From an optimization exercise on the open Yosys and OpenROAD flow, aimed at small area, a short achievable clock period and few clock cycles; shortcuts taken in it are not production practice.
RTL that was checked went through simulation tests only; none was proved equivalent to the original.
No activity file was given, so power comes from the tool's default toggle rates.

## v38
// lidar_scan_packet_deframer
module lidar_scan_packet_deframer
(
  input  logic        clk,
  input  logic        rst,
  input  logic        s_tvalid,
  output logic        s_tready,
  input  logic [7:0]  s_tdata,
  output logic        m_tvalid,
  input  logic        m_tready,
  output logic [63:0] m_tdata,
  output logic [2:0]  m_tuser,
  output logic        m_tlast,
  input  logic        psel,
  input  logic        penable,
  input  logic        pwrite,
  input  logic [2:0]  paddr,
  input  logic [31:0] pwdata,
  output logic [31:0] prdata,
  output logic        pready
);
Size in the first run: roughly 35000 um^2 of cells after synthesis.
make LEC_CHECK=0 ABC_CLOCK_PERIOD_IN_PS=2000 CAP_MARGIN=20 CORE_MARGIN=2 CORE_UTILIZATION=30 CTS_CLUSTER_DIAMETER=100 CTS_CLUSTER_SIZE=30 SETUP_SLACK_MARGIN=2.3 SLEW_MARGIN=20 finish   # period 4.5 ns
run.sh (not shown) runs the stock make flow with config.mk's settings and CLKGATE_MAP_FILE= SYNTH_SCRIPT=/design/flow/synth_recipe.tcl, a recipe that flattens the netlist after the stock synthesis.
For v37, these inputs were changed with respect to v38:
diff --git a/flow/design.v b/flow/design.v
--- a/flow/design.v
+++ b/flow/design.v
@@ -173,14 +173,12 @@
   logic [5:0]  wp, cp, rd;
   logic [5:0]  used;       
   logic        nz;         
   logic        cm_pend;    
   logic [5:0]  pp_start;   
   logic        ld;         
-  logic        cm_pend_nx;
-  logic        rd_first;   
   assign word  = {h_b, held};
   assign stall = full || (st[S_COUNT] && cm_pend) || st[S_CKERR];
   logic cnt_bad;
   assign cnt_bad = (held[0] && !h_eq1) || !h_cok;
   assign err = (st[S_HDR0] && !h_aa) || (st[S_HDR1] && !h_55) ||
                (st[S_TYPE] && !h_le1) || (st[S_COUNT] && cnt_bad) ||
@@ -220,14 +218,14 @@
       st  <= ST_HUNT;
       rdy <= 1'b1;
     end else begin
       if (st[S_CKERR]) st <= ST_HUNT;
       else if (go) st <= st_nx;
       rdy <= !(((h_v && !go) || accept) &&
-               ((go ? st_nx[S_COUNT] : st[S_COUNT]) && cm_pend_nx ||
-                (go && ckerr) || full_nx));
+               ((go ? st_nx[S_COUNT] : st[S_COUNT]) && (cm_pend || (go && good)) ||
+                (go && ckerr) || (used >= 6'd38)));
     end
   end
   always_ff @(posedge clk) begin
     if (go) begin
       held <= h_b;
       if (st[S_HDR0]) xsum <= XOR_SEED;
@@ -256,16 +254,14 @@
   logic       rd_eq_cp, rd1_eq_cp;
   assign rd_p1     = inc40(rd);
   assign rd_nx     = ld ? rd_p1 : rd;
   assign rd_eq_cp  = (rd == cp);
   assign rd1_eq_cp = (rd_p1 == cp);
   assign cp_nx  = cm_any ? inc40(wp) : cp;
-  logic u_inc, full_nx;
-  assign u_inc   = (go && err) || (smp_go && !ckerr);
-  assign full_nx = ld ? (u_inc && full) :
-                   st[S_CKERR] ? (ub == 6'd39) : u_inc ? (used == 6'd39) : full;
+  logic u_inc;
+  assign u_inc = (go && err) || (smp_go && !ckerr);
   always_comb begin
     if (st[S_CKERR]) begin
       uc0 = ub + 6'd1;     uc1 = ub;
     end else if (u_inc) begin
       uc0 = used + 6'd1;   uc1 = used;
     end else begin
@@ -279,13 +275,14 @@
       used  <= '0;
       full  <= 1'b0;
       nz    <= 1'b0;
       cfull <= 1'b0;
     end else begin
       used  <= ld ? uc1 : uc0;
-      full  <= full_nx;
+      full  <= ld ? (u_inc && full) :
+               st[S_CKERR] ? (ub == 6'd39) : u_inc ? (used == 6'd39) : full;
       cp    <= cp_nx;
       nz    <= cm_any || (ld ? !rd1_eq_cp : (cfull || !rd_eq_cp));
       cfull <= cm_any ? (ld ? (wp == rd) : (inc40(wp) == rd)) : (cfull && !ld);
       if (cm1) begin
         wp <= inc40(wp);
       end else if (smp_go && ckerr) begin
@@ -311,16 +308,16 @@
   logic        d_t;
   logic [2:0]  out_code;
   logic [15:0] out_dist;
   logic [5:0]  out_i;
   logic        out_last;
   logic [7:0]  ftally;
-  logic        rd_smp, rd_last;
+  logic        rd_first, rd_smp, rd_last;
   logic [15:0] rd_word;
   assign ld       = nz && (!m_tvalid || m_tready);
-  logic pkt_act_nx, at_start_nx;
+  logic pkt_act_nx, cm_pend_nx, at_start_nx;
   assign pkt_act_nx  = (ld && rd_smp) ? !rd_last : pkt_act;
   assign cm_pend_nx  = (go && good) || (cm_pend && !(ld && rd_first));
   assign at_start_nx = (go && good) ? (ld ? rd1_eq_cp : rd_eq_cp)
                                     : (ld ? (rd_p1 == pp_start) : (rd == pp_start));
   assign rd_smp   = pkt_act || rd_first;
   assign rd_last  = pkt_act ? (r_left == 6'd1) : (p_c == 6'd1);
## What came out
In v37 the routed wire length turned out about 2% higher than in v38. v37 vs. v38: post-synthesis share of cell area spent on xor and xnor gates shows no meaningful change, post-route clock period utilization shows a reduction of 1.0 points, final-layout fill cell count shows an increase of 1.2%, met1 track demand over resource shows a reduction of 0.86 points, clock group power shows no meaningful change. v37 completed end to end with timing, DRC and antenna clean. Summary of v37 over v38: post-route standard cell area excluding fillers increased 0.38%, mean instance size in the synthesized netlist went down 1.1%. Sequential share of layout area: v37 lower than v38. Summary of the comparison: clock period minus worst slack is lower in v37, relative to v38. Diff v38 -> v37: timing-limited maximum frequency +2.2%; share of cell area taken by muxes after synthesis went up by 0.26 points.
Testbench counts of v37, summed over its fixed seeds: cycles 18,726.
No functional check of the RTL was part of v38.

[static timing again, ports no longer ideal]
Ports are ideal in the flow. The routed layouts listed here were re-timed in OpenROAD.
Step 1: set_driving_cell puts a clkbuf_16 on clk and a buf_2 on each other input, an assumption about the parent block.
Step 2 moves the port delays by t, midway between the first and last clock arrival at a register: inputs arrive t later, outputs are due t later. That takes back most of the time a late clock gives input paths.
a / b / c = ideal ports / drivers / drivers and shift; a / b = the first two.
| run | shift t [ns] | setup slack, ns | hold slack, ns | worst register clock-pin slew, ns | worst slew at a driven data input, ns |
|---|---|---|---|---|---|
| v38 | 0.669 | 2.284 / 2.258 / 1.756 | 0.465 / 0.465 / 0.465 | 0.12 / 0.12 | 0.06 |
| v37 | 0.680 | 2.330 / 2.260 / 1.699 | 0.463 / 0.463 / 0.463 | 0.12 / 0.12 | 0.05 |
After both steps setup and hold are still met in every run listed. The setup slack of v37, which loses most, moves by -0.070 ns with the drivers and by -0.631 ns with both steps.
